Source: an optimization exercise on an open RTL-to-GDS flow (aim: small area, a short achievable clock period and few clock cycles per item). Production flows keep margins and buffers that such runs may drop. Function was not checked in any run shown here: the RTL went through the layout flow alone. Power and IR drop assume default switching activity.

File: flow/config.mk
export PLATFORM = sky130hd
export DESIGN_NAME = centered_moving_average_unit
export DESIGN_NICKNAME = centered_moving_average_unit
export VERILOG_FILES = /design/flow/design.v
export SDC_FILE = /design/flow/constraint.sdc
export NUM_CORES = 4
export LEC_CHECK = 0
export ABC_CLOCK_PERIOD_IN_PS = 2500
export CAP_MARGIN = 20
export CORE_MARGIN = 2
export CORE_UTILIZATION = 40
export SETUP_SLACK_MARGIN = 2.9
export SLEW_MARGIN = 20
export TNS_END_PERCENT = 10
File: flow/constraint.sdc
create_clock -name core_clock -period 5.5 [get_ports {clk}]
set_input_delay 1.1000 -clock core_clock [delete_from_list [all_inputs] [get_ports {clk}]]
set_output_delay 1.1000 -clock core_clock [all_outputs]
set_load 0.01 [all_outputs]
File: flow/design.v
package cma_pkg;
  localparam int CMA_MAX_HALF_WIDTH = 31;
  localparam int CMA_SAMPLE_BITS    = 24;
  localparam int VALUE_W = 24;
  localparam int YEAR_W  = 14;
  localparam int MONTH_W = 4;
  localparam int TAG_W   = YEAR_W + MONTH_W;
  localparam int CFG_W   = 5;
  localparam int TDATA_W = 48;
  localparam int CNT_W   = 6;                  
  localparam int ACC_W   = VALUE_W + CNT_W;    
  localparam int LO_W    = ACC_W / 2;
  localparam int HI_W    = ACC_W - LO_W;
endpackage
module cma_vline #(
  parameter int W     = 24,
  parameter int NSEG  = 5,
  parameter int LBASE = 2
) (
  input  logic            clk,
  input  logic            step,
  input  logic            tail,
  input  logic [NSEG-1:0] sel,
  input  logic [W-1:0]    din,
  output logic [W-1:0]    dout
);
  logic [W-1:0] chain [0:NSEG];
  assign chain[0] = din;
  for (genvar j = 0; j < NSEG; j++) begin : g_seg
    localparam int L = LBASE << j;
    logic [7:0] start;
    logic [7:0] first;
    logic [5:0] hold;
    logic [W-1:0] qv [0:L-1];
    if (j == 0) begin : g_s0
      assign start = '0;
    end else begin : g_sj
      assign start = 8'(LBASE) * 8'(sel[j-1:0]);
    end
    assign first = 8'(sel) - start;
    always_ff @(posedge clk) begin
      hold <= first[7] ? '0 : first[5:0];
    end
    for (genvar k = 0; k < L; k++) begin : g_st
      logic         sh;
      logic [W-1:0] q;
      assign sh = step || (tail && (hold <= 6'(k)));
      always_ff @(posedge clk) begin
        if (sh) q <= (k == 0) ? chain[j] : qv[(k == 0) ? 0 : k-1];
      end
      assign qv[k] = q;
    end
    assign chain[j+1] = sel[j] ? qv[L-1] : chain[j];
  end
  always_ff @(posedge clk) begin
    if (step || tail) dout <= chain[NSEG];
  end
endmodule
module cma_tline #(
  parameter int W     = 18,
  parameter int NSEG  = 5,
  parameter int LBASE = 1
) (
  input  logic            clk,
  input  logic            step,
  input  logic            tail,
  input  logic            clr,
  input  logic            mark,
  input  logic [NSEG-1:0] sel,
  input  logic [W-1:0]    din,
  output logic [W-1:0]    dout
);
  logic [W-1:0] chain [0:NSEG];
  logic         mchain [0:NSEG];
  assign chain[0]  = din;
  assign mchain[0] = mark;
  for (genvar j = 0; j < NSEG; j++) begin : g_seg
    localparam int L = LBASE << j;
    logic [W-1:0] qv [0:L-1];
    logic         mv [0:L-1];
    for (genvar k = 0; k < L; k++) begin : g_st
      logic         q_m;
      logic [W-1:0] q;
      always_ff @(posedge clk) begin
        if (step || (tail && !q_m)) q <= (k == 0) ? chain[j] : qv[(k == 0) ? 0 : k-1];
      end
      always_ff @(posedge clk) begin
        if (clr) begin
          q_m <= 1'b0;
        end else if (step) begin
          q_m <= (k == 0) ? mchain[j] : mv[(k == 0) ? 0 : k-1];
        end
      end
      assign qv[k] = q;
      assign mv[k] = q_m;
    end
    assign chain[j+1]  = sel[j] ? qv[L-1] : chain[j];
    assign mchain[j+1] = sel[j] ? mv[L-1] : mchain[j];
  end
  always_ff @(posedge clk) begin
    if (step || tail) dout <= chain[NSEG];
  end
endmodule
module cma_kadd #(
  parameter int W = 30
) (
  input  logic [W-1:0] a,
  input  logic [W-1:0] b,
  input  logic         ci,
  output logic [W-1:0] s
);
  localparam int L = $clog2(W + 1);
  logic [W:0] G [0:L];
  logic [W:0] P [0:L];
  assign G[0] = {a & b, ci};
  assign P[0] = {a ^ b, 1'b0};
  for (genvar l = 0; l < L; l++) begin : g_l
    for (genvar i = 0; i <= W; i++) begin : g_i
      if (i >= (1 << l)) begin : g_c
        assign G[l+1][i] = G[l][i] | (P[l][i] & G[l][i - (1 << l)]);
        assign P[l+1][i] = P[l][i] & P[l][i - (1 << l)];
      end else begin : g_n
        assign G[l+1][i] = G[l][i];
        assign P[l+1][i] = P[l][i];
      end
    end
  end
  assign s = (a ^ b) ^ G[L][W-1:0];
endmodule
import cma_pkg::*;
module cma_slot (
  input  logic               clk,
  input  logic               rst,
  input  logic               cfg,         
  input  logic               cfg_h0,      
  input  logic               part,        
  input  logic               tlast,       
  input  logic [VALUE_W-1:0] x,
  input  logic [VALUE_W-1:0] popv,        
  input  logic [4:0]         h,
  input  logic               h0,          
  output logic               busy,
  output logic               ended,
  output logic               emit,        
  output logic               user,        
  output logic               ended_nx,    
  output logic               busy_q,      
  output logic               ended_q,     
  output logic               done,        
  output logic [LO_W-1:0]    lo,
  output logic [HI_W-1:0]    hi,
  output logic               ca,
  output logic               cb,
  output logic [CNT_W-1:0]   n
);
  logic [5:0]       t;
  logic [4:0]       f;
  logic             short_q;
  logic             pv;        
  logic             ge2h;      
  logic             em;        
  logic             fdone;     
  logic [CNT_W-1:0] n0;
  logic [LO_W-1:0]  b_lo;
  logic [HI_W-1:0]  b_hi;
  logic             b_ca;
  logic             b_cb;
  logic [ACC_W-1:0] opa;
  logic [ACC_W-1:0] opb;
  logic [LO_W+1:0]  lo_full;
  logic [LO_W-1:0]  l_s;
  logic [LO_W:0]    l_c;
  logic [HI_W-1:0]  h_s;
  logic [HI_W-1:0]  h_c;
  logic [HI_W-1:0]  hi_nx;
  logic             up;        
  logic             dn;        
  logic [4:0]       f1;
  logic [6:0]       t1;
  assign n0     = busy ? n : '0;
  assign b_lo   = busy ? lo : '0;
  assign b_hi   = busy ? hi : '0;
  assign b_ca   = busy && ca;
  assign b_cb   = busy && cb;
  assign up     = !ended && !pv && n0[0];
  assign dn     = ended && pv && !n0[0];
  assign opa     = ended ? '0 : ACC_W'(x);
  assign opb     = pv ? ~(ACC_W'(popv)) : '1;
  assign l_s     = b_lo ^ opa[LO_W-1:0] ^ opb[LO_W-1:0];
  assign l_c     = {(b_lo & opa[LO_W-1:0]) | (b_lo & opb[LO_W-1:0]) | (opa[LO_W-1:0] & opb[LO_W-1:0]), !dn};
  assign h_s     = b_hi ^ opa[ACC_W-1:LO_W] ^ opb[ACC_W-1:LO_W];
  assign h_c     = {(b_hi[HI_W-2:0] & opa[ACC_W-2:LO_W]) | (b_hi[HI_W-2:0] & opb[ACC_W-2:LO_W]) |
                    (opa[ACC_W-2:LO_W] & opb[ACC_W-2:LO_W]), b_ca};
  cma_kadd #(.W(LO_W+2)) u_lo (.a({2'b00, l_s}), .b({1'b0, l_c}), .ci(up), .s(lo_full));
  cma_kadd #(.W(HI_W))   u_hi (.a(h_s), .b(h_c), .ci(b_cb), .s(hi_nx));
  assign f1     = ended ? f + 5'd1 : 5'd0;
  assign t1     = {1'b0, t} + 7'd1;
  assign done   = part && (ended ? fdone : (tlast && h0));
  assign emit   = part && em;
  assign user   = done && (ended ? short_q : !ge2h);
  assign ended_nx = part ? ((ended || tlast) && !done) : ended;
  assign busy_q   = !(rst || cfg) && (part ? !done : busy);
  assign ended_q  = !(rst || cfg) && ended_nx;
  always_ff @(posedge clk) begin
    if (rst || cfg) begin
      busy  <= 1'b0;
      ended <= 1'b0;
      t     <= '0;
      f     <= '0;
      pv    <= 1'b0;
      ge2h  <= rst || cfg_h0;
      em    <= rst || cfg_h0;
      fdone <= 1'b0;
    end else if (part) begin
      if (done) begin
        busy  <= 1'b0;
        ended <= 1'b0;
        t     <= '0;
        f     <= '0;
        pv    <= 1'b0;
        ge2h  <= h0;
        em    <= h0;
        fdone <= 1'b0;
      end else begin
        busy  <= 1'b1;
        ended <= ended || tlast;
        t     <= (t == 6'd63) ? t : t1[5:0];
        f     <= f1;
        pv    <= ge2h;
        ge2h  <= (t1 >= {1'b0, h, 1'b0});
        em    <= (t1 >= {2'b00, h});
        fdone <= (f1 + 5'd1 == h);
      end
    end
  end
  always_ff @(posedge clk) begin
    if (part) begin
      short_q <= ended ? short_q : !ge2h;
      n       <= n0 + CNT_W'(!ended) - CNT_W'(pv);
      lo      <= lo_full[LO_W-1:0];
      hi      <= hi_nx;
      ca      <= lo_full[LO_W+1] || lo_full[LO_W];
      cb      <= lo_full[LO_W+1];
    end
  end
endmodule
module cma_ksub #(
  parameter int W = 8
) (
  input  logic [W-1:0] a,
  input  logic [W-1:0] b,
  output logic         ge,
  output logic [W-1:0] d
);
  localparam int L = $clog2(W + 1);
  logic [W:0] G [0:L];
  logic [W:0] P [0:L];
  assign G[0] = {a & ~b, 1'b1};
  assign P[0] = {~(a ^ b), 1'b0};
  for (genvar l = 0; l < L; l++) begin : g_l
    for (genvar i = 0; i <= W; i++) begin : g_i
      if (i >= (1 << l)) begin : g_c
        assign G[l+1][i] = G[l][i] | (P[l][i] & G[l][i - (1 << l)]);
        assign P[l+1][i] = P[l][i] & P[l][i - (1 << l)];
      end else begin : g_n
        assign G[l+1][i] = G[l][i];
        assign P[l+1][i] = P[l][i];
      end
    end
  end
  assign d  = ~(a ^ b) ^ G[L][W-1:0];
  assign ge = G[L][W];
endmodule
module cma_divstage #(
  parameter int QW = 24,
  parameter int DW = 6
) (
  input  logic [DW-1:0] r_in,
  input  logic [QW-1:0] b_in,
  input  logic [DW-1:0] den,
  input  logic [DW+1:0] den3,
  output logic [DW-1:0] r_out,
  output logic [QW-1:0] b_out
);
  logic [DW+1:0] v;
  logic [DW+1:0] d1;
  logic [DW:0]   d2;
  logic [DW+1:0] d3;
  logic          g1;
  logic          g2;
  logic          g3;
  assign v = {r_in, b_in[QW-1:QW-2]};
  cma_ksub #(.W(DW+2)) u_s1 (.a(v),         .b({2'b00, den}), .ge(g1), .d(d1));
  cma_ksub #(.W(DW+1)) u_s2 (.a(v[DW+1:1]), .b({1'b0, den}),  .ge(g2), .d(d2));
  cma_ksub #(.W(DW+2)) u_s3 (.a(v),         .b(den3),         .ge(g3), .d(d3));
  assign r_out = g3 ? d3[DW-1:0] : g2 ? {d2[DW-2:0], v[0]} : g1 ? d1[DW-1:0] : v[DW-1:0];
  assign b_out = {b_in[QW-3:0], g2, g3 || (g1 && !g2)};
endmodule
module cma_divider #(
  parameter int QW = 24,
  parameter int DW = 6,
  parameter int XW = 20
) (
  input  logic             clk,
  input  logic             rst,
  input  logic             en,
  input  logic             in_valid,
  input  logic [QW+DW-1:0] in_num,
  input  logic [DW-1:0]    in_den,
  input  logic [DW+1:0]    in_den3,
  input  logic [XW-1:0]    in_side,
  output logic             out_valid,
  output logic [QW-1:0]    out_q,
  output logic [XW-1:0]    out_side
);
  localparam int NS = QW / 2;
  logic [NS:0]   v;
  logic [DW-1:0] r  [0:NS];
  logic [DW-1:0] d  [0:NS];
  logic [DW+1:0] d3 [0:NS];
  logic [QW-1:0] b  [0:NS];
  logic [XW-1:0] s  [0:NS];
  assign v[0]  = in_valid;
  assign r[0]  = in_num[QW+DW-1:QW];
  assign d[0]  = in_den;
  assign d3[0] = in_den3;
  assign b[0]  = in_num[QW-1:0];
  assign s[0]  = in_side;
  for (genvar g = 0; g < NS; g++) begin : g_st
    logic [DW-1:0] rn;
    logic [QW-1:0] bn;
    cma_divstage #(.QW(QW), .DW(DW)) u_stage (
      .r_in  (r[g]),
      .b_in  (b[g]),
      .den   (d[g]),
      .den3  (d3[g]),
      .r_out (rn),
      .b_out (bn)
    );
    logic          vq;
    logic [DW-1:0] rq;
    logic [DW-1:0] dq;
    logic [DW+1:0] d3q;
    logic [QW-1:0] bq;
    logic [XW-1:0] sq;
    always_ff @(posedge clk) begin
      if (rst) begin
        vq <= 1'b0;
      end else if (en) begin
        vq <= v[g];
      end
    end
    always_ff @(posedge clk) begin
      if (en) begin
        rq  <= rn;
        dq  <= d[g];
        d3q <= d3[g];
        bq  <= bn;
        sq  <= s[g];
      end
    end
    assign v[g+1]  = vq;
    assign r[g+1]  = rq;
    assign d[g+1]  = dq;
    assign d3[g+1] = d3q;
    assign b[g+1]  = bq;
    assign s[g+1]  = sq;
  end
  assign out_valid = v[NS];
  assign out_q     = b[NS];
  assign out_side  = s[NS];
endmodule
import cma_pkg::*;
module centered_moving_average_unit #(
  parameter int MAX_HALF_WIDTH = CMA_MAX_HALF_WIDTH,
  parameter int SAMPLE_BITS    = CMA_SAMPLE_BITS
) (
  input  logic               clk,
  input  logic               rst,
  input  logic               cfg_wr_en,
  input  logic [CFG_W-1:0]   cfg_wr_data,    
  input  logic               s_axis_tvalid,
  output logic               s_axis_tready,
  input  logic [TDATA_W-1:0] s_axis_tdata,   
  input  logic               s_axis_tlast,   
  output logic               m_axis_tvalid,
  input  logic               m_axis_tready,
  output logic [TDATA_W-1:0] m_axis_tdata,   
  output logic               m_axis_tlast,   
  output logic               m_axis_tuser    
);
  localparam int SIDE_W = TAG_W + 2;
  localparam int RES_W  = VALUE_W + SIDE_W;
  logic [4:0]         h;
  logic               clr;
  logic [VALUE_W-1:0] in_x;
  logic [TAG_W-1:0]   in_tag;
  logic               in_last;
  logic               acc;
  logic               en;
  logic               skid_valid;
  logic               skid_valid_nx;
  logic               ptr;
  logic [1:0]         s_busy, s_ended, s_emit, s_user, s_ended_nx, s_done, s_part;
  logic               h0;
  logic [LO_W-1:0]    s_lo  [0:1];
  logic [HI_W-1:0]    s_hi  [0:1];
  logic [1:0]         s_ca, s_cb;
  logic [CNT_W-1:0]   s_n   [0:1];
  logic               f_a, f_t, f_b;
  logic               cb_nx, ce_nx, ob_nx;
  logic [1:0]         s_busy_q, s_ended_q;
  logic               step;
  logic               tail;
  logic               consume;
  logic               flip;
  logic               ptr_nx;
  logic [VALUE_W-1:0] popv;
  logic [TAG_W-1:0]   ctag;
  logic               e_valid;
  logic               e_slot;
  logic               e_last;
  logic               e_user;
  logic [HI_W-1:0]    hi_sum [0:1];
  logic               p_valid;
  logic [ACC_W-1:0]   p_num;
  logic [CNT_W-1:0]   p_den;
  logic [CNT_W+1:0]   p_den3;
  logic [SIDE_W-1:0]  p_side;
  logic               d_valid;
  logic [VALUE_W-1:0] d_q;
  logic [SIDE_W-1:0]  d_side;
  logic               arrive;
  logic [RES_W-1:0]   arr_data;
  logic [RES_W-1:0]   skid_data;
  logic [RES_W-1:0]   out_data;
  logic               out_take;
  assign clr = rst || cfg_wr_en;
  assign en  = !skid_valid;
  assign acc     = s_axis_tvalid && s_axis_tready && !rst;
  assign in_x    = s_axis_tdata[VALUE_W-1:0];
  assign in_tag  = s_axis_tdata[VALUE_W +: TAG_W];
  assign in_last = s_axis_tlast;
  always_ff @(posedge clk) begin
    if (rst) begin
      s_axis_tready <= 1'b1;
      f_a           <= 1'b0;
      f_t           <= 1'b0;
      f_b           <= 1'b0;
    end else begin
      s_axis_tready <= !skid_valid_nx && !ce_nx;
      f_a           <= ce_nx || (!cb_nx && ob_nx);
      f_t           <= ob_nx && cb_nx && !ce_nx;
      f_b           <= cb_nx && ce_nx;
    end
  end
  always_ff @(posedge clk) begin
    if (rst) begin
      h  <= '0;
      h0 <= 1'b1;
    end else if (cfg_wr_en) begin
      h  <= cfg_wr_data;
      h0 <= (cfg_wr_data == '0);
    end
  end
  assign step    = en && (acc || f_a);
  assign consume = acc;
  assign s_part[0] = en && (ptr ? s_busy[0] : (acc || f_b));
  assign s_part[1] = en && (ptr ? (acc || f_b) : s_busy[1]);
  assign tail = en && !acc && f_t;
  assign flip = ptr ? (s_ended_nx[1] && (!s_busy[0] || s_done[0]))
                    : (s_ended_nx[0] && (!s_busy[1] || s_done[1]));
  assign ptr_nx = clr ? 1'b0 : (step || tail) ? (ptr ^ flip) : ptr;
  assign cb_nx  = ptr_nx ? s_busy_q[1] : s_busy_q[0];
  assign ce_nx  = ptr_nx ? s_ended_q[1] : s_ended_q[0];
  assign ob_nx  = ptr_nx ? s_busy_q[0] : s_busy_q[1];
  always_ff @(posedge clk) begin
    if (clr) begin
      ptr <= 1'b0;
    end else begin
      ptr <= ptr_nx;
    end
  end
  for (genvar i = 0; i < 2; i++) begin : g_slot
    cma_slot u_slot (
      .clk      (clk),
      .rst      (rst),
      .cfg      (cfg_wr_en),
      .cfg_h0   (cfg_wr_data == '0),
      .part     (s_part[i]),
      .tlast    (in_last),
      .x        (in_x),
      .popv     (popv),
      .h        (h),
      .h0       (h0),
      .busy     (s_busy[i]),
      .ended    (s_ended[i]),
      .emit     (s_emit[i]),
      .user     (s_user[i]),
      .ended_nx (s_ended_nx[i]),
      .busy_q   (s_busy_q[i]),
      .ended_q  (s_ended_q[i]),
      .done     (s_done[i]),
      .lo       (s_lo[i]),
      .hi       (s_hi[i]),
      .ca       (s_ca[i]),
      .cb       (s_cb[i]),
      .n        (s_n[i])
    );
  end
  cma_vline #(.W(VALUE_W), .NSEG(5), .LBASE(2)) u_vline (
    .clk  (clk),
    .step (step),
    .tail (tail),
    .sel  (h),
    .din  (in_x),
    .dout (popv)
  );
  cma_tline #(.W(TAG_W), .NSEG(5), .LBASE(1)) u_tline (
    .clk  (clk),
    .step (step),
    .tail (tail),
    .clr  (clr || ((step || tail) && flip)),
    .mark (consume),
    .sel  (h),
    .din  (in_tag),
    .dout (ctag)
  );
  always_ff @(posedge clk) begin
    if (rst) begin
      e_valid <= 1'b0;
    end else if (en) begin
      e_valid <= s_emit[0] || s_emit[1];
    end
  end
  always_ff @(posedge clk) begin
    if (en) begin
      e_slot <= s_emit[1];
      e_last <= s_emit[1] ? s_done[1] : s_done[0];
      e_user <= s_emit[1] ? s_user[1] : s_user[0];
    end
  end
  for (genvar i = 0; i < 2; i++) begin : g_half
    cma_kadd #(.W(HI_W)) u_hs (.a(s_hi[i]), .b(HI_W'({s_ca[i] && s_cb[i], s_ca[i] ^ s_cb[i]})), .ci(1'b0),
                               .s(hi_sum[i]));
  end
  always_ff @(posedge clk) begin
    if (rst) begin
      p_valid <= 1'b0;
    end else if (en) begin
      p_valid <= e_valid;
    end
  end
  always_ff @(posedge clk) begin
    if (en) begin
      p_num  <= e_slot ? {hi_sum[1], s_lo[1]} : {hi_sum[0], s_lo[0]};
      p_den  <= e_slot ? s_n[1] : s_n[0];
      p_den3 <= e_slot ? ({2'b00, s_n[1]} + {1'b0, s_n[1], 1'b0}) : ({2'b00, s_n[0]} + {1'b0, s_n[0], 1'b0});
      p_side <= {ctag, e_last, e_user};
    end
  end
  cma_divider #(.QW(VALUE_W), .DW(CNT_W), .XW(SIDE_W)) u_div (
    .clk       (clk),
    .rst       (rst),
    .en        (en),
    .in_valid  (p_valid),
    .in_num    (p_num),
    .in_den    (p_den),
    .in_den3   (p_den3),
    .in_side   (p_side),
    .out_valid (d_valid),
    .out_q     (d_q),
    .out_side  (d_side)
  );
  assign arrive   = en && d_valid;
  assign arr_data = {d_side, d_q};
  assign out_take = !m_axis_tvalid || m_axis_tready;
  assign skid_valid_nx = out_take ? 1'b0 : (skid_valid || arrive);
  always_ff @(posedge clk) begin
    if (rst) begin
      m_axis_tvalid <= 1'b0;
      skid_valid    <= 1'b0;
    end else begin
      skid_valid <= skid_valid_nx;
      if (out_take) begin
        m_axis_tvalid <= skid_valid || arrive;
      end
    end
  end
  always_ff @(posedge clk) begin
    if (out_take) begin
      out_data <= skid_valid ? skid_data : arr_data;
    end
  end
  always_ff @(posedge clk) begin
    if (!out_take && !skid_valid) begin
      skid_data <= arr_data;
    end
  end
  assign m_axis_tdata = {{(TDATA_W - VALUE_W - TAG_W){1'b0}}, out_data[RES_W-1 -: TAG_W], out_data[VALUE_W-1:0]};
  assign m_axis_tlast = out_data[VALUE_W + 1];
  assign m_axis_tuser = out_data[VALUE_W];
endmodule
File: flow/run.sh
#!/bin/bash
# synth_recipe.tcl (not shown) runs the flow's synth.tcl, then flattens the netlist and writes it again
# the make line also repeats each setting of config.mk as NAME=value (left out here)
make -C /OpenROAD-flow-scripts/flow DESIGN_CONFIG=/design/flow/config.mk WORK_HOME=/design/flow/orfs CLKGATE_MAP_FILE= SYNTH_SCRIPT=/design/flow/synth_recipe.tcl finish
==> results of run 1 <==
Yosys cell counts, types with 65 or more instances:
master       n
nand2_1    303
o21a_1     126
mux2_2     105
mux2_4     190
a21o_1      67
xnor2_1    153
xor2_1      65
ha_1       371
o21ai_0    212
nor2_1     219
clkbuf_1    96
a21oi_1    200
inv_1      304
nor2b_1     97
edfxtp_1  3061
dfxtp_1    117
power groups by stage:
stage	combinational, mW	sequential (mW)	clock [mW]
2_1_floorplan	6.16	30.8	0
3_3_place_gp	8.10	31.2	0
3_5_place_dp	8.27	31.3	0
4_1_cts	8.68	30.8	22.4
5_1_grt	9.89	31.0	23.4
6_report	8.93	30.8	21.7
worst register-to-register path: stages, from the launching register on:
cell	delay, ns
dfxtp_4	0.39
buf_12	0.14
and2_4	0.14
fa_1	0.58
ha_4	0.21
a21o_1	0.19
or3_1	0.31
o22a_1	0.24
a41o_1	0.29
o41ai_2	0.26
xnor2_1	0.10
worst min path at each step:
stage | end | start | cells after the start
CTS | u_vline.g_seg[3].g_st[3].q[15] | u_vline.g_seg[3].g_st[2].q[15] | 0
detailed placement | p_side[19] | u_tline.dout[17] | 0
finish | u_vline.g_seg[4].g_st[3].q[14] | u_vline.g_seg[4].g_st[2].q[14] | 0
global route | u_vline.g_seg[4].g_st[3].q[14] | u_vline.g_seg[4].g_st[2].q[14] | 0
global placement | u_tline.g_seg[3].g_st[5].q[9] | u_tline.g_seg[3].g_st[4].q[9] | 0
floorplan | u_vline.g_seg[0].hold[4] | h[4] | 0
state kept, by name (all words and copies together), names as in the netlist, 7 cells and up:
signal,cells
u_vline.g_seg.g_st.q,1488
p_den3,7
u_vline.dout,24
u_div.g_st.vq,12
p_side,20
u_tline.dout,18
u_div.g_st.rq,66
u_tline.g_seg.g_st.q_m,31
u_div.g_st.sq,240
g_slot.u_slot.t,12
g_slot.u_slot.n,12
u_vline.g_seg.hold,29
u_tline.g_seg.g_st.q,558
g_slot.u_slot.hi,30
out_data,44
p_num,30
g_slot.u_slot.lo,30
u_div.g_st.dq,55
u_div.g_st.d3q,88
g_slot.u_slot.f,10
u_div.g_st.bq,288
skid_data,44
repair_timing:
item                       4_1_cts  5_1_grt
setup endpoints to repair     2598     1891
resized for setup              363      112
setup buffers                  110       33
pin swaps                      111       60
gates cloned                    12        0
hold buffers                     0        0
final cells by class:
class | count | area [um^2]
diodes | 5 | 12.5
clock buffers | 404 | 8660
clock inverters | 196 | 2010
fillers | 24600 | 157000
inverters | 311 | 1220
multi-input cells | 2844 | 24900
flip-flops and latches | 3178 | 94300
well taps | 3939 | 4930
repair buffers | 338 | 3470
repair inverters | 1 | 7.51
routing by layer:
layer / GRT usage, % / part of all wire (%) / vias to the layer above
met3: 2.62 / 5.3 / 376
li1: - / - / 25800
met4: 5.30 / 3.5 / 0
met2: 22.9 / 47 / 1263
met5: 0 / 0 / -
met1: 18.6 / 44 / 27400
through the flow:
step	util, %	worst slack [ns]
5_1_grt	47.1	2.42
4_1_cts	46.8	2.43
2_1_floorplan	-	1.52
3_3_place_gp	42.3	0.811
3_5_place_dp	42.3	0.754
6_report	47.1	2.42
kinds of logic after synthesis:
group / Yosys count / share of synthesized area (%)
DFF: 3178 / 79.3
and+or+nand+nor: 932 / 3.78
AOI/OAI and AO/OA: 888 / 4.92
buffers and inverters: 453 / 1.54
adders and majority gates: 430 / 4.90
muxes: 359 / 3.93
xor gates and xnor gates: 218 / 1.61
other: 1 / 0.00316
==> flow_metrics.py, run 1 <==
metrics = {
    "outcome": {
        "run_status": "timing/DRC/antenna clean",
    },
    "final_layout": {
        "fin_cells": 11200,
        "layout_stage_area_growth_over_the_synthesis_result_pct": 17.4,
        "leading_cell_type_in_the_layout_fill_and_taps_excluded": "edfxtp_1",
        "net_total_in_the_final_layout": 7492,
        "postLayoutCellArea_mm2": 0.139,
        "most_used_cells_in_the_layout_excluding_fill_and_tap_cells": "edfxtp_1, ha_1, clkbuf_16",
        "drive_above_1_share_pct": 18.9,
    },
    "routing": {
        "route.detailed.vias_per_inst": 4.89,
        "post-route-drc-count": 0,
        "initialDrtViolationCount": 4204,
        "detail_route.first_pass.iterations": 5,
        "avgRoutedWirePerCell_um": 19.2,
        "postRouteWirelength_um": 215000,
        "antenna_left": 0,
        "routed-via-count": 54900,
    },
    "timing": {
        "finClkSkew_ns": 0.0488,
        "slew_headroom_pct": 34.2,
        "final-hold-violation-count": 0,
        "finalCriticalPeriod_ns": 3.08,
        "unrepaired_setup_endpoints_after_global_routing": "true",
        "period_share_pct": 55.9,
        "final-setup-viol-count": 0,
        "max_frequency_ghz": 0.325,
        "report.final.slew_viol_count": 0,
        "total_negative_slack_ns": 0,
        "tightest_slew_ns": 0.986,
        "hold-worst-slack_ns": 0.384,
    },
    "clock_tree": {
        "cts.clk_slew.worst_paths_ns": 0.06,
        "numCtsBuffers": 329,
        "htreeDepth": 5,
        "cts_tree": "built",
        "clock_path_buffers": 4,
        "clk_root_buffer_cell": "clkbuf_16",
        "clock-sinks": 3178,
        "clk-insertion-delay-late_ns": 0.90,
    },
    "synth": {
        "yosysUniqueCellTypes": 89,
        "synth_edf_count": 3061,
        "proportion_of_synthesized_chip_area_in_sequential_cells_pct": 79.3,
        "asyncSetResetFlopFracSynth_pct": 0,
        "synth_top_area_share_pct": 77.4,
        "synth_flop_cell": "edfxtp_1",
        "syn_inst": 6459,
        "synthesis.area_mm2": 0.119,
        "ys_ff_latch": 3178,
        "synth.area.top_cells": "edfxtp_1, ha_1, mux2_4",
        "yosys_warnings": 49,
        "synth_area_per_cell_um2": 18.4,
        "synth_area_leader_cell": "edfxtp_1",
    },
    "worst_setup_path": {
        "rrSetupSlack_ns": 2.42,
        "critical_path.reg2reg.endpoint": "g_slot[0].u_slot.hi[13]",
        "stage_delay_of_the_slowest_cell_on_the_critical_path_ns": 0.57,
        "timing.critical_path.from": "g_slot[0].u_slot.busy",
        "crit_family": "compound AO/OA/AOI/OAI gates",
        "critical_path.n_buffers_inverters": 1,
        "critPathCapture": "g_slot[0].u_slot.hi[13]",
        "ff2ff_path_depth": 10,
        "timing_worst_setup_path_type": "flop to flop",
        "path_cells": "buf_12 > and2_4 > fa_1 > ha_4 > a21o_1 > or3_1 > o22a_1 > a41o_1 > o41ai_2 > xnor2_1",
        "timing.critical_path.depth": 10,
        "critical_path_launch_point_type": "flop",
        "sort_of_element_at_the_end_of_the_critical_path": "flop",
        "critical_path.reg2reg.startpoint": "g_slot[0].u_slot.busy",
        "worst_ep_required_time_ns": 6.12,
        "worstPathArrival_ns": 3.70,
        "timing.critical_path.fanout_max": 4,
        "timing.critical_path.slowest_stage_cell": "fa_1",
    },
    "global_route": {
        "grt_pass1_vias": 55500,
        "grt_first_pass_wirelength_um": 326000,
        "global_route.overflow_total": 0,
        "antenna_found_initial": 16,
        "gr-usage-all-layers_pct": 14.0,
        "grt_start_max_net_pins": 169,
    },
    "floorplanning": {
        "die_area_mm2": 0.301,
        "ioPinCount": 111,
        "die-width_um": 549,
        "placement_rows": 200,
        "coreArea_mm2": 0.296,
        "start_util_pct": 40.1,
        "die-height_um": 549,
    },
    "place": {
        "numPortBuffers": 98,
        "hpwl_um": 141000,
        "post-place-cells": 10500,
        "dpl-instance-area_mm2": 0.125,
        "globalplace.congestion": 0.858,
    },
    "pwr": {
        "switchingPower_mw": 15.1,
        "seq_power_share_pct": 50.1,
        "overall_power_mw": 61.4,
        "power_per_cell_area_mw_per_mm2": 440,
        "power.ir.vdd_worst_uv": 327,
        "portion_of_total_power_attributed_to_combinational_logic_pct": 14.5,
        "p_sw_share_pct": 24.6,
        "pwr-share-clk_pct": 35.4,
        "p_leak_nw": 49.8,
        "p_int_mw": 46.3,
    },
    "job": {
        "cap_violations": 0,
    },
    "min_path": {
        "worst_min_delay_path_category": "flop to flop",
    },
}
==> run 2: changes to the inputs <==
--- a/flow/design.v
+++ b/flow/design.v
@@ -25,6 +25,7 @@
   output logic [W-1:0]    dout
 );
   logic [W-1:0] chain [0:NSEG];
+  logic [W-1:0] last  [0:NSEG-1];
   assign chain[0] = din;
   for (genvar j = 0; j < NSEG; j++) begin : g_seg
     localparam int L = LBASE << j;
@@ -50,7 +51,17 @@
       end
       assign qv[k] = q;
     end
-    assign chain[j+1] = sel[j] ? qv[L-1] : chain[j];
+    assign last[j] = qv[L-1];
+  end
+  for (genvar m = 1; m <= NSEG; m++) begin : g_pick
+    logic [W-1:0] cm;
+    always_comb begin
+      cm = sel[m-1:0] == '0 ? din : '0;
+      for (int i = 0; i < m; i++) begin
+        if (sel[i] && (((sel[m-1:0] >> i) >> 1) == '0)) cm = cm | last[i];
+      end
+    end
+    assign chain[m] = cm;
   end
   always_ff @(posedge clk) begin
     if (step || tail) dout <= chain[NSEG];
@@ -72,6 +83,8 @@
 );
   logic [W-1:0] chain [0:NSEG];
   logic         mchain [0:NSEG];
+  logic [W-1:0] last   [0:NSEG-1];
+  logic         mlast  [0:NSEG-1];
   assign chain[0]  = din;
   assign mchain[0] = mark;
   for (genvar j = 0; j < NSEG; j++) begin : g_seg
@@ -94,8 +107,24 @@
       assign qv[k] = q;
       assign mv[k] = q_m;
     end
-    assign chain[j+1]  = sel[j] ? qv[L-1] : chain[j];
-    assign mchain[j+1] = sel[j] ? mv[L-1] : mchain[j];
+    assign last[j]  = qv[L-1];
+    assign mlast[j] = mv[L-1];
+  end
+  for (genvar m = 1; m <= NSEG; m++) begin : g_pick
+    logic [W-1:0] cm;
+    logic         mm;
+    always_comb begin
+      cm = sel[m-1:0] == '0 ? din : '0;
+      mm = sel[m-1:0] == '0 ? mark : 1'b0;
+      for (int i = 0; i < m; i++) begin
+        if (sel[i] && (((sel[m-1:0] >> i) >> 1) == '0)) begin
+          cm = cm | last[i];
+          mm = mm | mlast[i];
+        end
+      end
+    end
+    assign chain[m]  = cm;
+    assign mchain[m] = mm;
   end
   always_ff @(posedge clk) begin
     if (step || tail) dout <= chain[NSEG];
==> run 2 against run 1 <==
Effect of this change: final area is 0.78% higher; combinational power is 14% higher; count of clock-buffer cells in the layout decreased by 17; global-route usage up 1.0 points; hold slack better by 0.0052 ns; sequential share of layout area decreased by 0.52 points.
==> flow_metrics.py, run 2 <==
metrics = {
    "floorplanning": {
        "ioPinCount": 111,
        "die-height_um": 550,
        "die_area_mm2": 0.303,
        "placement_rows": 200,
        "die-width_um": 550,
        "start_util_pct": 40.2,
        "coreArea_mm2": 0.297,
    },
    "min_path": {
        "worst_min_delay_path_category": "flop to flop",
    },
    "timing": {
        "max_frequency_ghz": 0.294,
        "period_share_pct": 61.8,
        "tightest_slew_ns": 1.15,
        "finClkSkew_ns": 0.0675,
        "finalCriticalPeriod_ns": 3.40,
        "slew_headroom_pct": 23.2,
        "total_negative_slack_ns": 0,
        "report.final.slew_viol_count": 0,
        "final-hold-violation-count": 0,
        "unrepaired_setup_endpoints_after_global_routing": "true",
        "final-setup-viol-count": 0,
    },
    "routing": {
        "antenna_left": 0,
        "detail_route.first_pass.iterations": 14,
        "postRouteWirelength_um": 237000,
        "routed-via-count": 59600,
        "initialDrtViolationCount": 5962,
        "post-route-drc-count": 0,
        "avgRoutedWirePerCell_um": 20.2,
        "route.detailed.vias_per_inst": 5.08,
    },
    "worst_setup_path": {
        "critical_path_launch_point_type": "input pin",
        "sort_of_element_at_the_end_of_the_critical_path": "flop",
        "worstPathArrival_ns": 4.06,
        "timing_worst_setup_path_type": "input pin to flop",
        "worst_ep_required_time_ns": 6.16,
        "path_cells": "buf_2 > nor2b_4 > fa_2 > fa_2 > a211oi_4 > o21bai_2 > o311ai_1 > nand3_1 > nor4_4 > o31ai_4 > nor4bb_2 > a221oi_2",
        "most_frequent_cell_on_the_critical_path": "fa_2",
        "stage_delay_of_the_slowest_cell_on_the_critical_path_ns": 0.47,
        "timing.critical_path.slowest_stage_cell": "fa_2",
        "timing.critical_path.fanout_max": 5,
    },
    "final_layout": {
        "net_total_in_the_final_layout": 8024,
        "reg.largest.list": "u_vline.g_seg.g_st.q (1488), u_tline.g_seg.g_st.q (558), u_div.g_st.bq (288)",
        "fin_cells": 11700,
        "largest_register_ffs": 1488,
        "leading_cell_type_in_the_layout_fill_and_taps_excluded": "edfxtp_1",
        "reg_with_most_ffs": "u_vline.g_seg.g_st.q",
        "most_used_cells_in_the_layout_excluding_fill_and_tap_cells": "edfxtp_1, nand2_1, ha_1",
        "drive_above_1_share_pct": 17.2,
        "layout_stage_area_growth_over_the_synthesis_result_pct": 17.7,
    },
    "synth": {
        "synth_top_area_share_pct": 77.0,
        "yosys_warnings": 52,
        "synth.area.top_cells": "edfxtp_1, ha_1, dfxtp_1",
        "synth_flop_cell": "edfxtp_1",
        "synth_area_leader_cell": "edfxtp_1",
        "synthesis.area_mm2": 0.119,
        "synth_area_per_cell_um2": 17.3,
        "syn_inst": 6918,
        "yosysMostFrequentCell": "edfxtp_1",
        "yosysUniqueCellTypes": 82,
        "ys_ff_latch": 3178,
        "asyncSetResetFlopFracSynth_pct": 0,
        "post_synth_most_frequent_cells": "edfxtp_1, nand2_1, ha_1, inv_1, a21oi_1",
        "proportion_of_synthesized_chip_area_in_sequential_cells_pct": 79.0,
        "synth_edf_count": 3061,
    },
    "pwr": {
        "power_per_cell_area_mw_per_mm2": 443,
        "p_leak_nw": 49.6,
        "power.ir.vdd_worst_uv": 333,
    },
    "place": {
        "post-place-cells": 10900,
        "hpwl_um": 150000,
        "globalplace.congestion": 0.871,
        "numPortBuffers": 98,
    },
    "clock_tree": {
        "clk-insertion-delay-late_ns": 0.89,
        "clk_root_buffer_cell": "clkbuf_16",
        "htreeDepth": 5,
        "cts.clk_slew.worst_paths_ns": 0.06,
        "clock-sinks": 3178,
        "clock_path_buffers": 4,
        "numCtsBuffers": 319,
        "postCtsHoldBufs": 0,
        "cts_tree": "built",
    },
    "job": {
        "cap_violations": 0,
    },
    "global_route": {
        "global_route.overflow_total": 0,
        "antenna_found_initial": 39,
        "grt_first_pass_wirelength_um": 350000,
        "gr-usage-all-layers_pct": 15.0,
        "grt_start_max_net_pins": 208,
        "grt_pass1_vias": 58000,
    },
    "outcome": {
        "run_status": "timing/DRC/antenna clean",
    },
}
==> run 2: layout make-up <==
cell class / count / area (um^2)
diodes: 22 / 55.1
clock buffers: 387 / 8430
clock inverters: 185 / 1810
fillers: 24600 / 156000
inverters: 324 / 1300
multi-input cells: 3244 / 25500
flip-flops and latches: 3178 / 94300
well taps: 3939 / 4930
repair buffers: 460 / 4250
repair inverters: 1 / 16.3
==> run 2: per-layer routing <==
layer / part of all wire [%] / GRT usage, % / wire, um / vias up
met3: 6.2 / 2.60 / 14700 / 489
met4: 3.1 / 5.67 / 7320 / 10
met1: 44 / 20.6 / 103000 / 29600
met5: 0.026 / 0 / 62 / -
li1: - / - / - / 27600
met2: 47 / 24.1 / 112000 / 1915
==> run 2: worst paths after layout <==
path                          startpoint                   end  slack, ns  cells after the start
setup / recovery         s_axis_tdata[0]   g_slot[1].u_slot.ca       2.10                     12
hold / removal      u_div.g_st[10].bq[5]  u_div.g_st[11].bq[7]       0.39                      0
setup reg to reg  g_slot[1].u_slot.lo[0]   g_slot[1].u_slot.ca       2.15                     11
hold reg to reg     u_div.g_st[10].bq[5]  u_div.g_st[11].bq[7]       0.39                      0
==> run 2: timing repair <==
action | 4_1_cts | 5_1_grt
buffers inserted | 64 | 165
gates cloned | 8 | 14
endpoints found under the setup margin | 2890 | 1397
gates resized for setup | 217 | 257
pin swaps | 72 | 120
==> run 2: stage by stage <==
| step | worst slack [ns] | hold WS (ns) | power [mW] | area (um^2) | utilization, % |
|---|---|---|---|---|---|
| finish | 2.10 | 0.390 | 62.3 | 141000 | 47.3 |
| global route | 2.01 | 0.398 | 65.1 | 141000 | 47.3 |
| CTS | 2.01 | 0.387 | 61.0 | 138000 | 46.4 |
| detailed placement | 0.441 | 0.405 | 39.5 | 126000 | 42.5 |
| global placement | 0.360 | 0.400 | 39.3 | 126000 | 42.5 |
| floorplan | 1.59 | 0.370 | 36.9 | 120000 | - |
==> run 2: worst max-delay path, delay by kind of cell <==
family,cells,cell delay (ns)
buf+inv,1,0.17
simple gates,4,0.89
compound gates,5,0.98
fa+ha+maj,2,0.91
==> run 2: power by group <==
group          leakage (nW)  total (mW)  internal [mW]  switching (mW)
Combinational          14.0        10.2           4.60            5.65
Clock                  4.98        21.1           12.3            8.86
Sequential             30.6        30.9           29.8            1.15
Total                  49.6        62.3           46.6            15.7
==> run 2: kinds of logic (layout without fill, tap and decap cells) <==
kind of cell / count (synthesis) / count (layout) / synth area share [%]
buffers and inverters: 519 / 1357 / 1.68
adders and majority gates: 437 / 437 / 4.95
muxes: 140 / 140 / 1.28
DFF: 3178 / 3178 / 79.0
xor gates and xnor gates: 214 / 214 / 1.57
other: 1 / 32 / 0.00314
and+or+nand+nor: 1311 / 1312 / 5.23
AOI/OAI and AO/OA: 1118 / 1131 / 6.33
==> run 3: changes to the inputs <==
--- a/flow/design.v
+++ b/flow/design.v
@@ -25,7 +25,6 @@
   output logic [W-1:0]    dout
 );
   logic [W-1:0] chain [0:NSEG];
-  logic [W-1:0] last  [0:NSEG-1];
   assign chain[0] = din;
   for (genvar j = 0; j < NSEG; j++) begin : g_seg
     localparam int L = LBASE << j;
@@ -51,17 +50,7 @@
       end
       assign qv[k] = q;
     end
-    assign last[j] = qv[L-1];
-  end
-  for (genvar m = 1; m <= NSEG; m++) begin : g_pick
-    logic [W-1:0] cm;
-    always_comb begin
-      cm = sel[m-1:0] == '0 ? din : '0;
-      for (int i = 0; i < m; i++) begin
-        if (sel[i] && (((sel[m-1:0] >> i) >> 1) == '0)) cm = cm | last[i];
-      end
-    end
-    assign chain[m] = cm;
+    assign chain[j+1] = sel[j] ? qv[L-1] : chain[j];
   end
   always_ff @(posedge clk) begin
     if (step || tail) dout <= chain[NSEG];
@@ -83,8 +72,6 @@
 );
   logic [W-1:0] chain [0:NSEG];
   logic         mchain [0:NSEG];
-  logic [W-1:0] last   [0:NSEG-1];
-  logic         mlast  [0:NSEG-1];
   assign chain[0]  = din;
   assign mchain[0] = mark;
   for (genvar j = 0; j < NSEG; j++) begin : g_seg
@@ -107,24 +94,8 @@
       assign qv[k] = q;
       assign mv[k] = q_m;
     end
-    assign last[j]  = qv[L-1];
-    assign mlast[j] = mv[L-1];
-  end
-  for (genvar m = 1; m <= NSEG; m++) begin : g_pick
-    logic [W-1:0] cm;
-    logic         mm;
-    always_comb begin
-      cm = sel[m-1:0] == '0 ? din : '0;
-      mm = sel[m-1:0] == '0 ? mark : 1'b0;
-      for (int i = 0; i < m; i++) begin
-        if (sel[i] && (((sel[m-1:0] >> i) >> 1) == '0)) begin
-          cm = cm | last[i];
-          mm = mm | mlast[i];
-        end
-      end
-    end
-    assign chain[m]  = cm;
-    assign mchain[m] = mm;
+    assign chain[j+1]  = sel[j] ? qv[L-1] : chain[j];
+    assign mchain[j+1] = sel[j] ? mv[L-1] : mchain[j];
   end
   always_ff @(posedge clk) begin
     if (step || tail) dout <= chain[NSEG];
@@ -422,6 +393,7 @@
   localparam int RES_W  = VALUE_W + SIDE_W;
   logic [4:0]         h;
   logic               clr;
+  logic               in_valid;
   logic [VALUE_W-1:0] in_x;
   logic [TAG_W-1:0]   in_tag;
   logic               in_last;
@@ -436,14 +408,14 @@
   logic [HI_W-1:0]    s_hi  [0:1];
   logic [1:0]         s_ca, s_cb;
   logic [CNT_W-1:0]   s_n   [0:1];
-  logic               f_a, f_t, f_b;
-  logic               cb_nx, ce_nx, ob_nx;
-  logic [1:0]         s_busy_q, s_ended_q;
+  logic               cur_busy, cur_ended, oth_busy;
+  logic               take_sample;
   logic               step;
   logic               tail;
   logic               consume;
   logic               flip;
   logic               ptr_nx;
+  logic               cur_ended_nx;
   logic [VALUE_W-1:0] popv;
   logic [TAG_W-1:0]   ctag;
   logic               e_valid;
@@ -466,21 +438,26 @@
   logic               out_take;
   assign clr = rst || cfg_wr_en;
   assign en  = !skid_valid;
-  assign acc     = s_axis_tvalid && s_axis_tready && !rst;
-  assign in_x    = s_axis_tdata[VALUE_W-1:0];
-  assign in_tag  = s_axis_tdata[VALUE_W +: TAG_W];
-  assign in_last = s_axis_tlast;
+  assign acc = s_axis_tvalid && s_axis_tready && !rst;
+  always_ff @(posedge clk) begin
+    if (rst) begin
+      in_valid <= 1'b0;
+    end else begin
+      in_valid <= (in_valid && !consume && !cfg_wr_en) || acc;
+    end
+  end
+  always_ff @(posedge clk) begin
+    if (s_axis_tready) begin
+      in_x    <= s_axis_tdata[VALUE_W-1:0];
+      in_tag  <= s_axis_tdata[VALUE_W +: TAG_W];
+      in_last <= s_axis_tlast;
+    end
+  end
   always_ff @(posedge clk) begin
     if (rst) begin
       s_axis_tready <= 1'b1;
-      f_a           <= 1'b0;
-      f_t           <= 1'b0;
-      f_b           <= 1'b0;
     end else begin
-      s_axis_tready <= !skid_valid_nx && !ce_nx;
-      f_a           <= ce_nx || (!cb_nx && ob_nx);
-      f_t           <= ob_nx && cb_nx && !ce_nx;
-      f_b           <= cb_nx && ce_nx;
+      s_axis_tready <= !((in_valid && !consume && !cfg_wr_en) || acc) || (!skid_valid_nx && !cur_ended_nx);
     end
   end
   always_ff @(posedge clk) begin
@@ -492,17 +469,20 @@
       h0 <= (cfg_wr_data == '0);
     end
   end
-  assign step    = en && (acc || f_a);
-  assign consume = acc;
-  assign s_part[0] = en && (ptr ? s_busy[0] : (acc || f_b));
-  assign s_part[1] = en && (ptr ? (acc || f_b) : s_busy[1]);
-  assign tail = en && !acc && f_t;
+  assign cur_busy    = ptr ? s_busy[1] : s_busy[0];
+  assign cur_ended   = ptr ? s_ended[1] : s_ended[0];
+  assign oth_busy    = ptr ? s_busy[0] : s_busy[1];
+  assign take_sample = in_valid && !cur_ended;
+  assign step        = en && (in_valid || cur_ended || (!cur_busy && oth_busy));
+  assign consume     = step && take_sample;
+  assign s_part[0] = en && (!ptr ? (in_valid || (s_busy[0] && s_ended[0])) : s_busy[0]);
+  assign s_part[1] = en && ( ptr ? (in_valid || (s_busy[1] && s_ended[1])) : s_busy[1]);
+  assign tail = en && oth_busy && cur_busy && !cur_ended && !in_valid;
   assign flip = ptr ? (s_ended_nx[1] && (!s_busy[0] || s_done[0]))
                     : (s_ended_nx[0] && (!s_busy[1] || s_done[1]));
-  assign ptr_nx = clr ? 1'b0 : (step || tail) ? (ptr ^ flip) : ptr;
-  assign cb_nx  = ptr_nx ? s_busy_q[1] : s_busy_q[0];
-  assign ce_nx  = ptr_nx ? s_ended_q[1] : s_ended_q[0];
-  assign ob_nx  = ptr_nx ? s_busy_q[0] : s_busy_q[1];
+  assign ptr_nx = (step || tail) ? (ptr ^ flip) : ptr;
+  assign cur_ended_nx = (step || tail) ? (ptr_nx ? s_ended_nx[1] : s_ended_nx[0])
+                             : (ptr ? s_ended[1] : s_ended[0]);
   always_ff @(posedge clk) begin
     if (clr) begin
       ptr <= 1'b0;
@@ -527,9 +507,9 @@
       .emit     (s_emit[i]),
       .user     (s_user[i]),
       .ended_nx (s_ended_nx[i]),
-      .busy_q   (s_busy_q[i]),
-      .ended_q  (s_ended_q[i]),
       .done     (s_done[i]),
+      .busy_q   (),
+      .ended_q  (),
       .lo       (s_lo[i]),
       .hi       (s_hi[i]),
       .ca       (s_ca[i]),
==> run 3 against run 2 <==
Effect of this change: count of clock-buffer cells in the layout grew 32; synthesized cell count fell by 5.7%; global-route usage decreased by 1.1 points; combinational power down 5%; register-to-register slack got worse by 0.24 ns; cell count shrank 3.0%; clock skew is 0.012 ns higher; critical endpoint unchanged.
==> flow_metrics.py, run 3 <==
metrics = {
    "outcome": {
        "run_status": "timing/DRC/antenna clean",
    },
    "timing": {
        "hold-worst-slack_ns": 0.381,
        "tightest_slew_ns": 1.11,
        "max_frequency_ghz": 0.279,
        "period_share_pct": 65.2,
        "finalCriticalPeriod_ns": 3.59,
        "final-hold-violation-count": 0,
        "report.final.slew_viol_count": 0,
        "unrepaired_setup_endpoints_after_global_routing": "true",
        "final_critical_path_setup_slack_ns": 1.91,
        "total_negative_slack_ns": 0,
        "finClkSkew_ns": 0.0791,
        "final-setup-viol-count": 0,
        "slew_headroom_pct": 25.7,
    },
    "worst_setup_path": {
        "worst_ep_required_time_ns": 6.17,
        "worstPathArrival_ns": 4.26,
        "stage_delay_of_the_slowest_cell_on_the_critical_path_ns": 0.55,
        "critical_path.n_buffers_inverters": 1,
        "most_frequent_cell_on_the_critical_path": "a31o_1",
        "timing.critical_path.fanout_max": 12,
        "path_cells": "buf_8 > nor2b_2 > fa_1 > ha_4 > a21o_1 > a311o_1 > a211oi_4 > o211ai_1 > a31o_1 > or4_1 > a31o_1",
        "rrSetupSlack_ns": 1.91,
        "crit_family": "compound AO/OA/AOI/OAI gates",
        "critical_path_launch_point_type": "flop",
        "sort_of_element_at_the_end_of_the_critical_path": "flop",
        "timing.critical_path.slowest_stage_cell": "fa_1",
        "timing_worst_setup_path_type": "flop to flop",
    },
    "global_route": {
        "grt_start_max_net_pins": 191,
        "gr-usage-all-layers_pct": 13.9,
        "global_route.overflow_total": 0,
        "grt_first_pass_wirelength_um": 325000,
        "antenna_found_initial": 25,
        "grt_pass1_vias": 55100,
    },
    "pwr": {
        "p_leak_nw": 50.2,
        "power_per_cell_area_mw_per_mm2": 450,
        "power.ir.vdd_worst_uv": 265,
    },
    "floorplanning": {
        "die_area_mm2": 0.302,
        "die-height_um": 550,
        "coreArea_mm2": 0.297,
        "placement_rows": 200,
        "die-width_um": 550,
        "start_util_pct": 40.2,
        "ioPinCount": 111,
    },
    "synth": {
        "synth.area.top_cells": "edfxtp_1, ha_1, mux2_2",
        "yosys_warnings": 49,
        "synth_flop_cell": "edfxtp_1",
        "syn_inst": 6522,
        "synth_edf_count": 3104,
        "synth_area_leader_cell": "edfxtp_1",
        "proportion_of_synthesized_chip_area_in_sequential_cells_pct": 80.1,
        "yosysMostFrequentCell": "edfxtp_1",
        "synth_area_per_cell_um2": 18.3,
        "synthesis.area_mm2": 0.119,
        "post_synth_most_frequent_cells": "edfxtp_1, ha_1, inv_1, nand2_1, mux2_2",
        "asyncSetResetFlopFracSynth_pct": 0,
        "ys_ff_latch": 3219,
        "yosysUniqueCellTypes": 72,
        "synth_top_area_share_pct": 78.2,
    },
    "place": {
        "numPortBuffers": 98,
        "post-place-cells": 10500,
        "globalplace.congestion": 0.862,
        "hpwl_um": 141000,
        "post-place-ws_ns": 1.10,
    },
    "job": {
        "cap_violations": 0,
    },
    "final_layout": {
        "most_used_cells_in_the_layout_excluding_fill_and_tap_cells": "edfxtp_1, ha_1, clkbuf_16",
        "seqCellArea_mm2": 0.0956,
        "reg.largest.list": "u_vline.g_seg.g_st.q (1488), u_tline.g_seg.g_st.q (558), u_div.g_st.bq (288)",
        "reg_with_most_ffs": "u_vline.g_seg.g_st.q",
        "multi_input_comb_area_mm2": 0.0243,
        "layout_stage_area_growth_over_the_synthesis_result_pct": 18.5,
        "post-route-util_pct": 47.6,
        "final.fill_count": 24700,
        "leading_cell_type_in_the_layout_fill_and_taps_excluded": "edfxtp_1",
        "fin_cells": 11400,
        "largest_register_ffs": 1488,
        "net_total_in_the_final_layout": 7661,
        "drive_above_1_share_pct": 19.6,
    },
    "clock_tree": {
        "postCtsHoldBufs": 0,
        "cts_tree": "built",
        "cts.clk_slew.worst_paths_ns": 0.06,
        "numCtsBuffers": 332,
        "clock_path_buffers": 4,
        "htreeDepth": 5,
        "clk-insertion-delay-late_ns": 0.92,
        "clk_root_buffer_cell": "clkbuf_16",
        "clock-sinks": 3219,
    },
    "routing": {
        "antenna_left": 0,
        "route.detailed.vias_per_inst": 4.87,
        "detail_route.first_pass.iterations": 5,
        "avgRoutedWirePerCell_um": 19.3,
        "initialDrtViolationCount": 4344,
        "postRouteWirelength_um": 220000,
        "post-route-drc-count": 0,
        "routed-via-count": 55500,
    },
    "min_path": {
        "worst_min_delay_path_category": "flop to flop",
    },
}
-- run 3: routing by layer --
| layer | wire, um | up-vias | global-route usage [%] |
|---|---|---|---|
| li1 | - | 26100 | - |
| met1 | 99300 | 27700 | 19.6 |
| met2 | 102000 | 1314 | 22.0 |
| met3 | 12400 | 377 | 2.42 |
| met4 | 6210 | 8 | 4.62 |
| met5 | 48 | - | 0 |
-- run 3: worst register-to-register path, stage by stage (launching register included) --
cell and delay [ns]:
dfxtp_4 0.37, buf_8 0.17, nor2b_2 0.08, fa_1 0.55
ha_4 0.23, a21o_1 0.18, a311o_1 0.35, a211oi_4 0.28
o211ai_1 0.17, a31o_1 0.27, or4_1 0.49, a31o_1 0.20
-- run 3: worst paths after layout --
check,startpoint,end,cells after the start
worst max-delay path,g_slot[1].u_slot.ended,g_slot[1].u_slot.ca,11
worst min-delay path,u_vline.g_seg[4].g_st[2].q[5],u_vline.g_seg[4].g_st[3].q[5],0
worst max register to register,g_slot[1].u_slot.ended,g_slot[1].u_slot.ca,11
worst min register to register,u_vline.g_seg[4].g_st[2].q[5],u_vline.g_seg[4].g_st[3].q[5],0
-- run 3: final cells by class --
type	count	share of cell area [%]
repair inverters	3	0.0195
multi-input cells	2871	17.2
well taps	3939	3.49
clock buffers	419	6.28
repair buffers	415	2.94
diodes	9	0.0159
clock inverters	186	1.48
inverters	330	0.941
flip-flops and latches	3219	67.7
-- run 3: cell families (layout without fill, tap and decap cells) --
kind of cell | Yosys count | in the layout | share of synthesized area (%)
compound gates | 845 | 856 | 4.44
simple gates | 963 | 968 | 3.88
mux | 388 | 388 | 3.58
buf+inv | 457 | 1353 | 1.46
xor+xnor | 219 | 219 | 1.62
flops | 3219 | 3219 | 80.1
other cells | 1 | 19 | 0.00315
fa+ha+maj | 430 | 430 | 4.89
-- run 3: repair_timing --
action                                  4_1_cts  5_1_grt
pin swaps                                    36       74
resized for setup                           100      385
setup buffers                                69      124
cloned                                       18       17
endpoints found under the setup margin     2828     2756
-- run 3: power by group --
group	internal (mW)	switching (mW)
clock	13.1	9.19
combinational	4.47	5.26
sequential	30.3	1.18
total	47.9	15.6
-- run 3: stage by stage --
step | area, um^2 | total power, mW
after global routing | 141000 | 66.4
after detailed placement | 126000 | 40.5
after global placement | 126000 | 40.2
final | 141000 | 63.5
after floorplan | 120000 | 37.7
after CTS | 138000 | 63.2
==> run 4: changes to the inputs <==
--- a/flow/config.mk
+++ b/flow/config.mk
@@ -9,6 +9,7 @@
 export CAP_MARGIN = 20
 export CORE_MARGIN = 2
 export CORE_UTILIZATION = 40
+export CTS_BUF_LIST = sky130_fd_sc_hd__clkbuf_4 sky130_fd_sc_hd__clkbuf_8
 export SETUP_SLACK_MARGIN = 2.9
 export SLEW_MARGIN = 20
 export TNS_END_PERCENT = 10
==> run 4 against run 3 <==
Effect of this change: still clean; clock skew shrank 0.021 ns; hold slack worse by 0.0092 ns; synthesized cell count unchanged; global-route usage increased by 0.25 points; final area is 0.63% lower; total power shrank 4.0%; core utilization fell by 0.30 points; flip-flop and latch count stayed put; count of clock-buffer cells in the layout is 298 higher; register-to-register slack gained 0.05 ns; routed wire length up 1.7%; combinational power decreased by 2.9%; critical path type unchanged; critical endpoint unchanged; largest cell class unchanged; highest routed layer unchanged.
==> flow_metrics.py, run 4 <==
metrics = {
    "worst_setup_path": {
        "critical_path_launch_point_type": "flop",
        "most_frequent_cell_on_the_critical_path": "a31o_1",
        "worst_ep_required_time_ns": 6.31,
        "ff2ff_path_depth": 11,
        "stage_delay_of_the_slowest_cell_on_the_critical_path_ns": 0.53,
        "timing.critical_path.slowest_stage_cell": "fa_1",
        "sort_of_element_at_the_end_of_the_critical_path": "flop",
        "worstPathArrival_ns": 4.35,
        "rrSetupSlack_ns": 1.96,
        "timing_worst_setup_path_type": "flop to flop",
        "path_cells": "buf_8 > nor2b_4 > fa_1 > ha_4 > a21o_1 > a311o_1 > a211oi_4 > o211ai_1 > a31o_1 > or4_1 > a31o_1",
        "timing.critical_path.fanout_max": 12,
        "timing.critical_path.from": "g_slot[1].u_slot.ended",
        "critPathCapture": "g_slot[1].u_slot.ca",
        "critical_path.reg2reg.endpoint": "g_slot[1].u_slot.ca",
        "critical_path.reg2reg.startpoint": "g_slot[1].u_slot.ended",
    },
    "place": {
        "numPortBuffers": 98,
        "hpwl_um": 141000,
        "globalplace.congestion": 0.862,
        "dpl-instance-area_mm2": 0.126,
    },
    "clock_tree": {
        "numCtsBuffers": 529,
        "postCtsHoldBufs": 0,
        "clk-insertion-delay-late_ns": 1.10,
        "clk_root_buffer_cell": "clkbuf_8",
        "clock-sinks": 3219,
        "clock_path_buffers": 4,
        "cts.clk_slew.worst_paths_ns": 0.06,
        "cts_tree": "built",
        "htreeDepth": 6,
    },
    "final_layout": {
        "layout_stage_area_growth_over_the_synthesis_result_pct": 17.7,
        "final.fill_count": 24900,
        "post-route-util_pct": 47.3,
        "most_used_cells_in_the_layout_excluding_fill_and_tap_cells": "edfxtp_1, clkbuf_8, ha_1",
        "seqCellArea_mm2": 0.0956,
        "reg_with_most_ffs": "u_vline.g_seg.g_st.q",
        "multi_input_comb_area_mm2": 0.0242,
        "net_total_in_the_final_layout": 7849,
        "largest_register_ffs": 1488,
        "leading_cell_type_in_the_layout_fill_and_taps_excluded": "edfxtp_1",
        "drive_above_1_share_pct": 22.6,
        "reg.largest.list": "u_vline.g_seg.g_st.q (1488), u_tline.g_seg.g_st.q (558), u_div.g_st.bq (288)",
        "postLayoutCellArea_mm2": 0.140,
    },
    "pwr": {
        "p_sw_share_pct": 25.7,
        "power_per_cell_area_mw_per_mm2": 435,
        "p_int_mw": 45.4,
        "overall_power_mw": 61.0,
        "portion_of_total_power_attributed_to_combinational_logic_pct": 15.5,
        "seq_power_share_pct": 51.6,
        "pwr-share-clk_pct": 32.9,
        "switchingPower_mw": 15.7,
        "power.ir.vdd_worst_uv": 280,
        "p_leak_nw": 50.4,
    },
    "routing": {
        "antenna_left": 0,
        "avgRoutedWirePerCell_um": 19.1,
        "route.detailed.vias_per_inst": 4.83,
        "initialDrtViolationCount": 4213,
        "detail_route.first_pass.iterations": 6,
        "post-route-drc-count": 0,
        "postRouteWirelength_um": 224000,
        "routed-via-count": 56500,
    },
    "synth": {
        "synth_area_leader_cell": "edfxtp_1",
        "ys_ff_latch": 3219,
        "synthesis.area_mm2": 0.119,
        "proportion_of_synthesized_chip_area_in_sequential_cells_pct": 80.1,
        "synth_edf_count": 3104,
        "yosysMostFrequentCell": "edfxtp_1",
        "yosys_warnings": 49,
        "post_synth_most_frequent_cells": "edfxtp_1, ha_1, inv_1, nand2_1, mux2_2",
        "yosysUniqueCellTypes": 72,
        "synth.area.top_cells": "edfxtp_1, ha_1, mux2_2",
        "asyncSetResetFlopFracSynth_pct": 0,
        "synth_area_per_cell_um2": 18.3,
        "syn_inst": 6522,
        "synth_flop_cell": "edfxtp_1",
        "synth_top_area_share_pct": 78.2,
    },
    "min_path": {
        "worst_min_delay_path_category": "flop to flop",
    },
    "global_route": {
        "gr-usage-all-layers_pct": 14.2,
        "grt_pass1_vias": 56900,
        "global_route.overflow_total": 0,
        "grt_start_max_net_pins": 191,
        "grt_first_pass_wirelength_um": 331000,
        "antenna_found_initial": 22,
    },
    "floorplanning": {
        "placement_rows": 200,
        "die_area_mm2": 0.302,
        "ioPinCount": 111,
        "die-width_um": 550,
        "coreArea_mm2": 0.297,
        "start_util_pct": 40.2,
        "die-height_um": 550,
    },
    "timing": {
        "period_share_pct": 64.3,
        "tightest_slew_ns": 1.06,
        "final-setup-viol-count": 0,
        "report.final.slew_viol_count": 0,
        "slew_headroom_pct": 29.1,
        "finClkSkew_ns": 0.0583,
        "unrepaired_setup_endpoints_after_global_routing": "true",
        "finalCriticalPeriod_ns": 3.54,
        "max_frequency_ghz": 0.283,
        "total_negative_slack_ns": 0,
        "final-hold-violation-count": 0,
    },
    "job": {
        "cap_violations": 0,
    },
    "outcome": {
        "run_status": "timing/DRC/antenna clean",
    },
}
## run 4: timing repair
action / in CTS / in global routing
cloned: 20 / 14
hold endpoints to repair: 0 / 0
pin swaps: 35 / 60
endpoints found under the setup margin: 2795 / 2792
buffers inserted: 74 / 111
gates resized for setup: 112 / 374
## run 4: worst max-delay path: cells and delay by family, from the launching register on
kind	cells	cell delay (ns)
AOI/OAI and AO/OA	6	1.44
adders and majority gates	2	0.76
and+or+nand+nor	2	0.52
DFF	1	0.37
buffers and inverters	1	0.18
## run 4: layout make-up
cell class | count | share of cell area (%)
Timing Repair Buffer | 406 | 2.92
Clock inverter | 209 | 1.05
Timing Repair inverter | 2 | 0.0169
Antenna cell | 5 | 0.00891
Clock buffer | 717 | 6.23
Sequential cell | 3219 | 68.1
Inverter | 330 | 0.944
Tap cell | 3939 | 3.51
Multi-Input combinational cell | 2872 | 17.2
## run 4: routing by layer
| metal | vias up | GRT usage, % | part of all wire, % |
|---|---|---|---|
| met5 | - | 0 | 0.018 |
| met4 | 6 | 5.15 | 2.9 |
| met3 | 423 | 3.06 | 6.2 |
| met2 | 1504 | 22.3 | 46 |
| met1 | 28000 | 19.4 | 45 |
| li1 | 26600 | - | - |
## run 4: stage by stage
step | worst slack [ns] | std cells | hold slack, ns
final | 1.96 | 11700 | 0.372
after global routing | 1.88 | 11700 | 0.367
after CTS | 1.85 | 11600 | 0.351
after detailed placement | 1.10 | 10500 | 0.405
after global placement | 1.19 | 10500 | 0.400
after floorplan | 1.39 | 6531 | 0.353
## run 4: cells by family (layout without fill, tap and decap cells)
family | after synthesis | count (layout) | synth area share [%]
DFF | 3219 | 3219 | 80.1
and+or+nand+nor | 963 | 968 | 3.88
buffers and inverters | 457 | 1664 | 1.46
muxes | 388 | 388 | 3.58
other | 1 | 15 | 0.00315
xor gates and xnor gates | 219 | 219 | 1.62
AOI/OAI and AO/OA | 845 | 857 | 4.44
adders and majority gates | 430 | 430 | 4.89
## run 4: power by group through the flow
stage          Sequential [mW]  Combinational, mW  Clock (mW)
2_1_floorplan             31.5               6.27           0
3_3_place_gp              31.9               8.27           0
3_5_place_dp              32.0               8.45           0
4_1_cts                   31.5               8.69        20.8
5_1_grt                   31.8               10.5        21.9
6_report                  31.5               9.46        20.1
## run 4: how the worst min path moves through the flow
stage | end | cells past startpoint | slack [ns] | start
2_1_floorplan | u_vline.g_seg[0].hold[2] | 0 | 0.35 | h[2]
3_3_place_gp | u_tline.g_seg[4].g_st[9].q[0] | 0 | 0.40 | u_tline.g_seg[4].g_st[8].q[0]
3_5_place_dp | u_div.g_st[0].bq[13] | 0 | 0.40 | p_num[11]
4_1_cts | u_div.g_st[11].sq[9] | 0 | 0.35 | u_div.g_st[10].sq[9]
5_1_grt | u_div.g_st[8].sq[5] | 0 | 0.37 | u_div.g_st[7].sq[5]
6_report | u_div.g_st[7].sq[15] | 0 | 0.37 | u_div.g_st[6].sq[15]

## re-timing with driven ports
In the flow no input, the clock included, has a driving cell. The finished layouts below were timed again as built, in two steps. Step 1 sets driving cells, clkbuf_16 on the clock port and buf_2 on the other inputs (assumed; they add their load-dependent delay and slew). Step 2 also shifts input and output timing later by t, the mid clock arrival at the registers, as if the neighbouring blocks saw the same clock. Three values: no drivers, after step 1, after step 2; two values: the first two.
| run | shift t [ns] | slack for setup (ns) | worst hold slack (ns) | worst setup path after step 2 | clock arrival spread, ns |
|---|---|---|---|---|---|
| run 1 | 0.960 | 2.424 / 2.424 / 1.566 | 0.384 / 0.384 / 0.384 | input to register | 0.059 / 0.060 |
| run 2 | 0.930 | 2.101 / 2.030 / 1.100 | 0.390 / 0.390 / 0.390 | input to register | 0.102 / 0.102 |
| run 3 | 0.965 | 1.915 / 1.915 / 1.915 | 0.381 / 0.381 / 0.381 | register to register | 0.100 / 0.100 |
| run 4 | 1.171 | 1.964 / 1.964 / 1.964 | 0.372 / 0.372 / 0.372 | register to register | 0.077 / 0.077 |
After both steps setup and hold are still met in every run listed. For run 2, which loses most, drivers alone change the setup slack by -0.071 ns; drivers and shift together by -1.001 ns.
